What follows belongs to an exercise in optimizing a design on an open flow for small area; a production flow would make more cautious choices. Only simulation tests tie the RTL to the original design; equivalence was not proved.

--- design/flow/run.sh ---
#!/bin/bash
# synth_recipe.tcl (not shown) runs the flow's synth.tcl, then flattens the netlist and writes it again
# the make line also repeats each setting of config.mk as NAME=value (left out here)
make -C /OpenROAD-flow-scripts/flow DESIGN_CONFIG=/design/flow/config.mk WORK_HOME=/design/flow/orfs CLKGATE_MAP_FILE= SYNTH_SCRIPT=/design/flow/synth_recipe.tcl finish
--- design/flow/config.mk ---
export PLATFORM = sky130hd
export DESIGN_NAME = platform_top
export DESIGN_NICKNAME = platform_top
export VERILOG_FILES = /design/flow/design.v
export SDC_FILE = /design/flow/constraint.sdc
export NUM_CORES = 4
export LEC_CHECK = 0
export CAP_MARGIN = 20
export CORE_MARGIN = 2
export CORE_UTILIZATION = 40
export SLEW_MARGIN = 20
--- design/flow/constraint.sdc ---
create_clock -name core_clock -period 11.0 [get_ports {clk_25MHz}]
set_input_delay 2.2000 -clock core_clock [delete_from_list [all_inputs] [get_ports {clk_25MHz}]]
set_output_delay 2.2000 -clock core_clock [all_outputs]
set_load 0.01 [all_outputs]
--- design/flow/design.v ---
`default_nettype none
package platform_pkg;
    typedef enum logic [3:0] {
        tile_empty   = 4'd0,
        tile_spike   = 4'd1,
        tile_gate_1  = 4'd2,
        tile_gate_2  = 4'd3,
        tile_gate_3  = 4'd4,
        tile_plate_1 = 4'd5,
        tile_plate_2 = 4'd6,
        tile_plate_3 = 4'd7,
        tile_exit    = 4'd8,
        tile_wall    = 4'd9
    } tile_t;
    typedef logic [9:0] coord_t;
    typedef logic [2:0] frame_t;
    typedef enum logic {
        anim_idle = 1'b0,
        anim_walk = 1'b1
    } anim_mode_t;
    typedef struct packed {
        logic left;
        logic right;
        logic jump;
    } player_ctrl_t;
    typedef struct packed {
        coord_t x;
        coord_t y;
        logic   face_left;
        logic   jumping;
        logic   on_ground;
    } player_state_t;
    typedef struct packed {
        logic       wall_l;
        logic       wall_r;
        logic       ceiling;
        logic       floor;
        logic [3:0] floor_row;
    } contact_t;
    localparam int     MAP_COLS    = 20;
    localparam int     MAP_ROWS    = 15;
    localparam coord_t TILE_SIZE   = 10'd32;
    localparam coord_t STEP_PX     = 10'd5;
    localparam coord_t JUMP_HEIGHT = 10'd64;
    localparam coord_t FLOOR_Y     = 10'd416;
    localparam coord_t CEILING_Y   = 10'd10;
    localparam coord_t SCREEN_W    = 10'd640;
    localparam coord_t FOOT_INSET  = 10'd4;
    localparam coord_t PROBE_GAP   = 10'd5;
    localparam coord_t P0_START_X = 10'd32;
    localparam coord_t P0_START_Y = 10'd320;
    localparam coord_t P1_START_X = 10'd32;
    localparam coord_t P1_START_Y = 10'd416;
    localparam int FRAME_TICKS = 4000;
    localparam int SPIKE_TICKS = 25000;
    localparam int WALK_FRAMES = 6;
    localparam int IDLE_FRAMES = 4;
    localparam logic [MAP_COLS*4-1:0] MAP_ROW_09 = {{7{tile_empty}}, tile_gate_1,
        {4{tile_empty}}, tile_gate_2, {4{tile_empty}}, tile_gate_3, tile_empty, tile_exit};
    localparam logic [MAP_COLS*4-1:0] MAP_ROW_10 = {{5{tile_empty}}, tile_spike, tile_empty,
        tile_gate_1, {4{tile_empty}}, tile_gate_2, {4{tile_empty}}, tile_gate_3, tile_empty,
        tile_exit};
    localparam logic [MAP_COLS*4-1:0] MAP_ROW_11 = {{2{tile_wall}}, {3{tile_plate_1}},
        {15{tile_wall}}};
    localparam logic [MAP_COLS*4-1:0] MAP_ROW_13 = {{2{tile_empty}}, tile_spike, tile_empty,
        tile_gate_1, {10{tile_empty}}, {5{tile_plate_3}}};
    localparam logic [MAP_COLS*4-1:0] MAP_ROW_14 = {{5{tile_wall}}, {5{tile_plate_1}},
        {5{tile_plate_2}}, {5{tile_wall}}};
    localparam logic [MAP_COLS*4-1:0] MAP_ROW_OPEN = {20{tile_empty}};
    localparam logic [MAP_COLS*4-1:0] MAP_ROW_LEDGE_R = {{10{tile_empty}}, {10{tile_wall}}};
    localparam logic [MAP_COLS*4-1:0] MAP_ROW_LEDGE_L = {{10{tile_wall}}, {10{tile_empty}}};
    localparam logic [MAP_ROWS*MAP_COLS*4-1:0] MAP_ROWS_INIT = {
        MAP_ROW_OPEN, MAP_ROW_LEDGE_R, MAP_ROW_OPEN, MAP_ROW_LEDGE_L, MAP_ROW_OPEN,
        MAP_ROW_LEDGE_L, MAP_ROW_OPEN, MAP_ROW_LEDGE_L, MAP_ROW_OPEN, MAP_ROW_09,
        MAP_ROW_10, MAP_ROW_11, MAP_ROW_OPEN, MAP_ROW_13, MAP_ROW_14
    };
endpackage
`default_nettype wire
`timescale 1ns/1ps
`default_nettype none
module world_map (
    input  platform_pkg::player_state_t state_p0,
    input  platform_pkg::player_state_t state_p1,
    output platform_pkg::contact_t      contact_p0,
    output platform_pkg::contact_t      contact_p1,
    output logic [2:0]                  gate_open
);
    logic [7:0]    foot_tile_l;
    function automatic logic [3:0] map_tile(input logic [4:0] row, input logic [4:0] col);
        if (row >= platform_pkg::MAP_ROWS || col >= platform_pkg::MAP_COLS) begin
            map_tile = platform_pkg::tile_empty;
        end else begin
            map_tile = platform_pkg::MAP_ROWS_INIT[((platform_pkg::MAP_ROWS - 1 - row[3:0]) * platform_pkg::MAP_COLS +
                                      (platform_pkg::MAP_COLS - 1 - col)) * 4 +: 4];
        end
    endfunction
    function automatic logic blocks(input logic [3:0] t, input logic [2:0] open);
        if (t >= platform_pkg::tile_plate_1) begin
            blocks = 1'b1;
        end else if (t >= platform_pkg::tile_gate_1 && t <= platform_pkg::tile_gate_3) begin
            blocks = !open[2'(t - platform_pkg::tile_gate_1)];
        end else begin
            blocks = 1'b0;
        end
    endfunction
    for (genvar p = 0; p < 2; p++) begin : g_probe
        logic [9:0] st_x;
        logic [9:0] st_y;
        logic [7:0] ct;
        logic [3:0] foot_tile_l_p;
        logic [3:0] foot_tile_r_p;
        logic [9:0] foot_l;
        logic [9:0] foot_r;
        logic [9:0] below_y;
        logic [9:0] above_y;
        logic [9:0] side_l;
        logic [9:0] side_r;
        logic [9:0] top_y;
        logic [9:0] mid_y;
        logic [3:0] side_l_top;
        logic [3:0] side_l_mid;
        logic [3:0] side_r_top;
        logic [3:0] side_r_mid;
        logic [3:0] ceil_l;
        logic [3:0] ceil_r;
        assign foot_l  = st_x + platform_pkg::FOOT_INSET;
        assign foot_r  = st_x + platform_pkg::TILE_SIZE - platform_pkg::FOOT_INSET - 10'd1;
        assign below_y = st_y + platform_pkg::TILE_SIZE;
        assign above_y = st_y - 10'd1;
        assign side_l  = st_x - platform_pkg::PROBE_GAP;
        assign side_r  = st_x + platform_pkg::TILE_SIZE - 10'd1 + platform_pkg::PROBE_GAP;
        assign top_y   = st_y + platform_pkg::FOOT_INSET;
        assign mid_y   = st_y + (platform_pkg::TILE_SIZE >> 1);
        assign foot_tile_l_p = (below_y[9:5] < platform_pkg::MAP_ROWS) ?
                               map_tile(below_y[9:5], foot_l[9:5]) : platform_pkg::tile_wall;
        assign foot_tile_r_p = (below_y[9:5] < platform_pkg::MAP_ROWS) ?
                               map_tile(below_y[9:5], foot_r[9:5]) : platform_pkg::tile_wall;
        assign side_l_top = (st_x < platform_pkg::PROBE_GAP) ? platform_pkg::tile_wall :
                            map_tile(top_y[9:5], side_l[9:5]);
        assign side_l_mid = (st_x < platform_pkg::PROBE_GAP) ? platform_pkg::tile_wall :
                            map_tile(mid_y[9:5], side_l[9:5]);
        assign side_r_top = map_tile(top_y[9:5], side_r[9:5]);
        assign side_r_mid = map_tile(mid_y[9:5], side_r[9:5]);
        assign ceil_l = (st_y == '0) ? platform_pkg::tile_empty : map_tile(above_y[9:5], foot_l[9:5]);
        assign ceil_r = (st_y == '0) ? platform_pkg::tile_empty : map_tile(above_y[9:5], foot_r[9:5]);
        assign ct[7]   = blocks(side_l_top, gate_open) | blocks(side_l_mid, gate_open);
        assign ct[6]   = blocks(side_r_top, gate_open) | blocks(side_r_mid, gate_open);
        assign ct[5]   = blocks(ceil_l, gate_open) | blocks(ceil_r, gate_open);
        assign ct[4]   = blocks(foot_tile_l_p, gate_open) | blocks(foot_tile_r_p, gate_open);
        assign ct[3:0] = below_y[8:5];
        assign foot_tile_l[p*4 +: 4] = foot_tile_l_p;
        if (p == 0) begin : g_p0
            assign st_x       = state_p0.x;
            assign st_y       = state_p0.y;
            assign contact_p0 = ct;
        end else begin : g_p1
            assign st_x       = state_p1.x;
            assign st_y       = state_p1.y;
            assign contact_p1 = ct;
        end
    end
    always_comb begin
        for (int g = 0; g < 3; g++) begin
            gate_open[g] = (foot_tile_l[3:0] == 4'(int'(platform_pkg::tile_plate_1) + g)) ||
                           (foot_tile_l[7:4] == 4'(int'(platform_pkg::tile_plate_1) + g));
        end
    end
endmodule
`default_nettype wire
`timescale 1ns/1ps
`default_nettype none
module player_motion #(
    parameter platform_pkg::coord_t START_X = platform_pkg::P0_START_X,
    parameter platform_pkg::coord_t START_Y = platform_pkg::P0_START_Y
) (
    input  logic                        clk_25MHz,
    input  logic                        rst,
    input  logic                        step,
    input  platform_pkg::player_ctrl_t  ctrl,
    input  platform_pkg::contact_t      contact,
    output platform_pkg::player_state_t state
);
    localparam platform_pkg::coord_t RIGHT_LIMIT = platform_pkg::SCREEN_W - platform_pkg::TILE_SIZE - platform_pkg::STEP_PX;
    platform_pkg::coord_t jump_start;
    platform_pkg::coord_t land_y;
    logic   jump_go;
    logic   jump_done;
    assign land_y = platform_pkg::coord_t'({1'b0, contact.floor_row, 5'd0}) - platform_pkg::TILE_SIZE;
    assign jump_go = ctrl.jump && state.on_ground && !state.jumping;
    assign jump_done = contact.ceiling ||
                       (state.y + platform_pkg::JUMP_HEIGHT <= jump_start) ||
                       (state.y <= platform_pkg::CEILING_Y);
    always_ff @(posedge clk_25MHz or posedge rst) begin
        if (rst) begin
            state.x         <= START_X;
            state.y         <= START_Y;
            state.face_left <= 1'b0;
            state.jumping   <= 1'b0;
            state.on_ground <= 1'b1;
        end else if (step) begin
            if (ctrl.left && state.x >= platform_pkg::STEP_PX && !contact.wall_l) begin
                state.x         <= state.x - platform_pkg::STEP_PX;
                state.face_left <= 1'b1;
            end else if (ctrl.right && state.x < RIGHT_LIMIT && !contact.wall_r) begin
                state.x         <= state.x + platform_pkg::STEP_PX;
                state.face_left <= 1'b0;
            end
            if (state.jumping) begin
                if (jump_done) begin
                    state.jumping <= 1'b0;
                end else begin
                    state.y <= state.y - platform_pkg::STEP_PX;
                end
            end else if (contact.floor || state.y >= platform_pkg::FLOOR_Y) begin
                state.on_ground <= 1'b1;
                state.y         <= (state.y >= platform_pkg::FLOOR_Y) ? platform_pkg::FLOOR_Y : land_y;
            end else begin
                state.on_ground <= 1'b0;
                state.y         <= state.y + platform_pkg::STEP_PX;
            end
            if (jump_go) begin
                state.jumping   <= 1'b1;
                state.on_ground <= 1'b0;
            end
        end
    end
    always_ff @(posedge clk_25MHz or posedge rst) begin
        if (rst) begin
            jump_start <= START_Y;
        end else if (step && jump_go) begin
            jump_start <= state.y;
        end
    end
endmodule
`default_nettype wire
`timescale 1ns/1ps
`default_nettype none
module sprite_animator #(
    parameter int FRAME_PERIOD = platform_pkg::FRAME_TICKS
) (
    input  logic                 clk_25MHz,
    input  logic                 rst,
    input  logic                 moving,
    output platform_pkg::frame_t frame
);
    localparam int CNT_W = $clog2(FRAME_PERIOD + 1);
    platform_pkg::anim_mode_t       mode;
    logic [CNT_W-1:0] tick_cnt;
    platform_pkg::frame_t           last_frame;
    assign last_frame = (mode == platform_pkg::anim_walk) ? platform_pkg::frame_t'(platform_pkg::WALK_FRAMES - 1) :
                                              platform_pkg::frame_t'(platform_pkg::IDLE_FRAMES - 1);
    always_ff @(posedge clk_25MHz or posedge rst) begin
        if (rst) begin
            mode     <= platform_pkg::anim_idle;
            tick_cnt <= '0;
            frame    <= '0;
        end else if ((mode == platform_pkg::anim_walk) != moving) begin
            mode     <= moving ? platform_pkg::anim_walk : platform_pkg::anim_idle;
            tick_cnt <= '0;
            frame    <= '0;
        end else if (tick_cnt == CNT_W'(FRAME_PERIOD)) begin
            tick_cnt <= '0;
            frame    <= (frame == last_frame) ? platform_pkg::frame_t'(0) : frame + 3'd1;
        end else begin
            tick_cnt <= tick_cnt + 1'b1;
        end
    end
endmodule
`default_nettype wire
`timescale 1ns/1ps
`default_nettype none
module spike_timer #(
    parameter int PHASE_PERIOD = platform_pkg::SPIKE_TICKS
) (
    input  logic clk_25MHz,
    input  logic rst,
    output logic spike_on
);
    localparam int CNT_W = $clog2(PHASE_PERIOD + 1);
    logic [CNT_W-1:0] tick_cnt;
    logic [1:0]       phase;
    assign spike_on = phase[1];
    always_ff @(posedge clk_25MHz or posedge rst) begin
        if (rst) begin
            tick_cnt <= '0;
            phase    <= 2'd0;
        end else if (tick_cnt == CNT_W'(PHASE_PERIOD)) begin
            tick_cnt <= '0;
            phase    <= phase + 2'd1;
        end else begin
            tick_cnt <= tick_cnt + 1'b1;
        end
    end
endmodule
`default_nettype wire
`timescale 1ns/1ps
`default_nettype none
module platform_core #(
    parameter int FRAME_PERIOD = platform_pkg::FRAME_TICKS,
    parameter int PHASE_PERIOD = platform_pkg::SPIKE_TICKS
) (
    input  logic                        clk_25MHz,
    input  logic                        rst,
    input  logic                        step,
    input  platform_pkg::player_ctrl_t  ctrl_p0,
    input  platform_pkg::player_ctrl_t  ctrl_p1,
    output platform_pkg::player_state_t state_p0,
    output platform_pkg::player_state_t state_p1,
    output platform_pkg::frame_t        frame_p0,
    output platform_pkg::frame_t        frame_p1,
    output logic [2:0]                  gate_open,
    output logic                        spike_on
);
    platform_pkg::contact_t contact_p0;
    platform_pkg::contact_t contact_p1;
    world_map map0 (
        .state_p0   (state_p0),
        .state_p1   (state_p1),
        .contact_p0 (contact_p0),
        .contact_p1 (contact_p1),
        .gate_open  (gate_open)
    );
    player_motion #(
        .START_X (platform_pkg::P0_START_X),
        .START_Y (platform_pkg::P0_START_Y)
    ) player_p0 (
        .clk_25MHz (clk_25MHz),
        .rst       (rst),
        .step      (step),
        .ctrl      (ctrl_p0),
        .contact   (contact_p0),
        .state     (state_p0)
    );
    player_motion #(
        .START_X (platform_pkg::P1_START_X),
        .START_Y (platform_pkg::P1_START_Y)
    ) player_p1 (
        .clk_25MHz (clk_25MHz),
        .rst       (rst),
        .step      (step),
        .ctrl      (ctrl_p1),
        .contact   (contact_p1),
        .state     (state_p1)
    );
    sprite_animator #(
        .FRAME_PERIOD (FRAME_PERIOD)
    ) anim_p0 (
        .clk_25MHz (clk_25MHz),
        .rst       (rst),
        .moving    (ctrl_p0.left | ctrl_p0.right),
        .frame     (frame_p0)
    );
    sprite_animator #(
        .FRAME_PERIOD (FRAME_PERIOD)
    ) anim_p1 (
        .clk_25MHz (clk_25MHz),
        .rst       (rst),
        .moving    (ctrl_p1.left | ctrl_p1.right),
        .frame     (frame_p1)
    );
    spike_timer #(
        .PHASE_PERIOD (PHASE_PERIOD)
    ) spikes0 (
        .clk_25MHz (clk_25MHz),
        .rst       (rst),
        .spike_on  (spike_on)
    );
endmodule
`default_nettype wire
`timescale 1ns/1ps
`default_nettype none
module platform_top (
    input  logic        clk_25MHz,
    input  logic        rst,
    input  logic        step,
    input  logic [2:0]  ctrl_p0,
    input  logic [2:0]  ctrl_p1,
    output logic [22:0] state_p0,
    output logic [22:0] state_p1,
    output logic [2:0]  frame_p0,
    output logic [2:0]  frame_p1,
    output logic [2:0]  gate_open,
    output logic        spike_on
);
    platform_core core0 (
        .clk_25MHz (clk_25MHz),
        .rst       (rst),
        .step      (step),
        .ctrl_p0   (ctrl_p0),
        .ctrl_p1   (ctrl_p1),
        .state_p0  (state_p0),
        .state_p1  (state_p1),
        .frame_p0  (frame_p0),
        .frame_p1  (frame_p1),
        .gate_open (gate_open),
        .spike_on  (spike_on)
    );
endmodule
`default_nettype wire
==> flow_summary.toml <==
[synth]
synth.distinct_cells = 108
syn-mean-instance-area_um2 = 7.20
ys_seq_area_frac = 0.108
synth_edf_count = 0
netlist_area_um2 = 26700
synth_seq_cells = 115
syn_nets = 4016
synthTopCellsByArea = "ha_1, dfrtp_1, xnor2_1"
yosysWarnings = 5
synth_top_area_share = 0.129
netlist.top_cell.by_area = "ha_1"
synthFlopType = "dfrtp_1"
synth_cells = 3708
async_flop_share = 1.00

[sta]
relSlewSlack = 0.174
grt_setup_unrepaired = "false"
finalCritPeriodShare = 0.888
whs_ns = 0.464
fmax_mhz = 102
finalSetupViolations = 0
finalSetupTns_ns = 0
hold_viol = 0
fin_skew_ns = 0.0248
tightest_slew_ns = 1.22
fin_crit_ns = 9.77
maxSlewViolCount = 0

[floorplan]
start_util = 0.405
die_h_um = 262
pin_count = 65
dieWidth_um = 262
core_um2 = 66000
row_count = 94
die_area_um2 = 68800

[worst_setup_path]
arrival_ns = 7.57
rrSetupSlack_ns = 2.48
worst_r2r_endpoint = "core0.player_p1.state[20]"
r2r_start = "core0.player_p1.state[8]"
crit_path_max_fanout = 23
slowest_stage = "dfstp_2"
crit_type = "flop to output port"
cp_slowest_stage_delay_ns = 0.82
reg2reg_depth = 25
critPathLaunchType = "flop"
crit_chain = "inv_1 > ha_1 > a31oi_1 > xor2_1 > ha_1 > ha_1 > inv_1 > fa_1 > inv_1 > ha_1 > a21o_1 > a221oi_1 > o21ai_0 > xnor2_1 > nand4b_1 > nor2_1 > nand2_1 > nor3_2 > nor2_1 > inv_1 > clkdlybuf4s50_1"
cp-end-kind = "output port"
critPathRequiredTime_ns = 8.80

[layout]
drive_above_1_share = 0.0507
final_common_cell = "nand2_1"
area.growth.synth_to_final_pct = 6.67
final_cells = 4493
num_antenna_cells = 0
nets = 3924
final_cell_mix = "nand2_1, nor2_1, ha_1, a21oi_1, o21ai_0"
final_util = 0.432

[hold_path]
hold_start = "core0.spikes0.phase[0]"
min_to = "core0.spikes0.phase[0]"
min_path_type = "flop to flop"
hold_path_depth = 1

[detailed_routing]
drc = 0
vias_per_cell = 6.38
drt_iter0_markers = 2976
num_vias = 28646
wl_per_cell_um = 20.1
routed_wl_mm = 90.3
drt-pass1-iter-count = 6
ant_nets = 0

[global_routing]
grt_pass1_vias = 25602
grt_max_degree = 68
grt_overflow = 0
grtUsageTotal = 0.252
antenna_found_initial = 0
grt_pass1_wl_mm = 143

[run]
drv_cap = 0

[clocking]
post_cts_buffers = 0
cts_resized = 0
clockRootBuffer = "clkbuf_16"
cts_tree = "built"
path_clk_slew_ns = 0.07
cts.sink_count = 115
cts_hold_buf = 0
cts.path.max_buffers = 2
clk_latency_ns = 0.50
htree_levels = 4
numCtsBuffers = 17

[place]
io_buffers = 64
place_congestion = 0.954
placed_cells = 4461
hpwl_mm = 69.2

[run_status]
outcome = "timing/DRC/antenna clean"
## flip-flops by register name, summed over array words and instances (netlist names), 2 cells and up
name and flops:
core0.player_p0.state 23, core0.player_p1.state 23, core0.spikes0.tick_cnt 15, core0.anim_p0.tick_cnt 12, core0.anim_p1.tick_cnt 12, core0.player_p0.jump_start 10
core0.player_p1.jump_start 10, core0.anim_p0.frame 3, core0.anim_p1.frame 3, core0.spikes0.phase 2
## final cells by class
type	instances	area [um^2]
Clock buffer	20	457
Clock inverter	12	176
Fill cell	6801	37500
Inverter	159	602
Multi-Input combinational cell	3225	22400
Sequential cell	115	2900
Tap cell	864	1080
Timing Repair Buffer	98	896
## routing by layer
| layer | wire length, um | part of all wire | vias to the layer above | GRT usage |
|---|---|---|---|---|
| li1 | - | - | 13818 | - |
| met1 | 41000 | 0.45 | 13495 | 0.350 |
| met2 | 39800 | 0.44 | 1180 | 0.398 |
| met3 | 6750 | 0.075 | 153 | 0.0375 |
| met4 | 2660 | 0.029 | 0 | 0.0812 |
| met5 | 0 | 0 | - | 0 |
## kinds of logic (layout without fill, tap and decap cells)
kind of cell / count (synthesis) / after routing / synth area share
xor+xnor: 328 / 328 / 0.111
flops: 115 / 115 / 0.108
compound gates: 1206 / 1206 / 0.307
buf+inv: 368 / 289 / 0.0538
mux: 44 / 44 / 0.0172
fa+ha+maj: 299 / 299 / 0.147
simple gates: 1348 / 1348 / 0.256
## critical path: cells and delay by family (launching register included)
kind                     cells  cell delay [ns]
buffers and inverters        5             1.68
adder cells (fa/ha/maj)      5             1.72
AND/OR/NAND/NOR              5             1.36
flip-flops                   1             0.82
XOR/XNOR                     2             0.46
AO/OA/AOI/OAI                4             1.03
## cell usage after synthesis, types with 33 or more instances
master      n
and3_1     43
o21ai_0   239
xnor2_1   206
o22ai_1    38
or3_1      44
ha_1      275
nor2_1    304
a21o_1     58
nand2_1   306
o211ai_1   56
a31oi_1    70
or2_2      33
dfrtp_1   101
a211oi_1   73
clkbuf_1  163
a21oi_1   254
nor4_1     60
nand2b_1   40
nand3_1   169
nand4_1    66
inv_1     151
o31ai_1    39
nor3_1    108
xor2_1    115
## through the flow
| step | setup slack (ns) | area (um^2) |
|---|---|---|
| final | 1.23 | 28500 |
| after global routing | 0.720 | 28500 |
| after CTS | 1.24 | 28500 |
| after detailed placement | 1.81 | 27900 |
| after global placement | 1.97 | 27900 |
| after floorplan | 3.20 | 26700 |
## how the worst max path moves through the flow
stage                        startpoint            to  slack, ns  depth (start not counted)
2_1_floorplan  core0.player_p1.state[9]  gate_open[2]       3.20                         20
3_3_place_gp   core0.player_p1.state[8]  gate_open[1]       1.97                         21
3_5_place_dp   core0.player_p1.state[8]  gate_open[1]       1.81                         21
4_1_cts        core0.player_p1.state[8]  gate_open[1]       1.24                         21
5_1_grt        core0.player_p1.state[8]  gate_open[1]       0.72                         21
6_report       core0.player_p1.state[8]  gate_open[1]       1.23                         21

what the ideal ports hide:
In the flow no input, the clock included, has a driving cell. The finished layout below was timed again as built, in two steps.
Step 1 assumes that a clkbuf_16 drives the clock port and a buf_2 every other input.
Step 2 also shifts input and output timing later by t, the mid clock arrival at the registers, as if the neighbouring blocks saw the same clock.
a / b / c = ideal ports / drivers / drivers and shift; a / b = the first two.
t (ns): 0.556
slack for setup (ns): 1.228 / 1.160 / 1.716
slew at the worst register clock pin (ns): 0.08 / 0.08
After both steps setup and hold are still met in this run. The setup slack of this run moves by -0.068 ns with the drivers and by +0.488 ns with both steps.
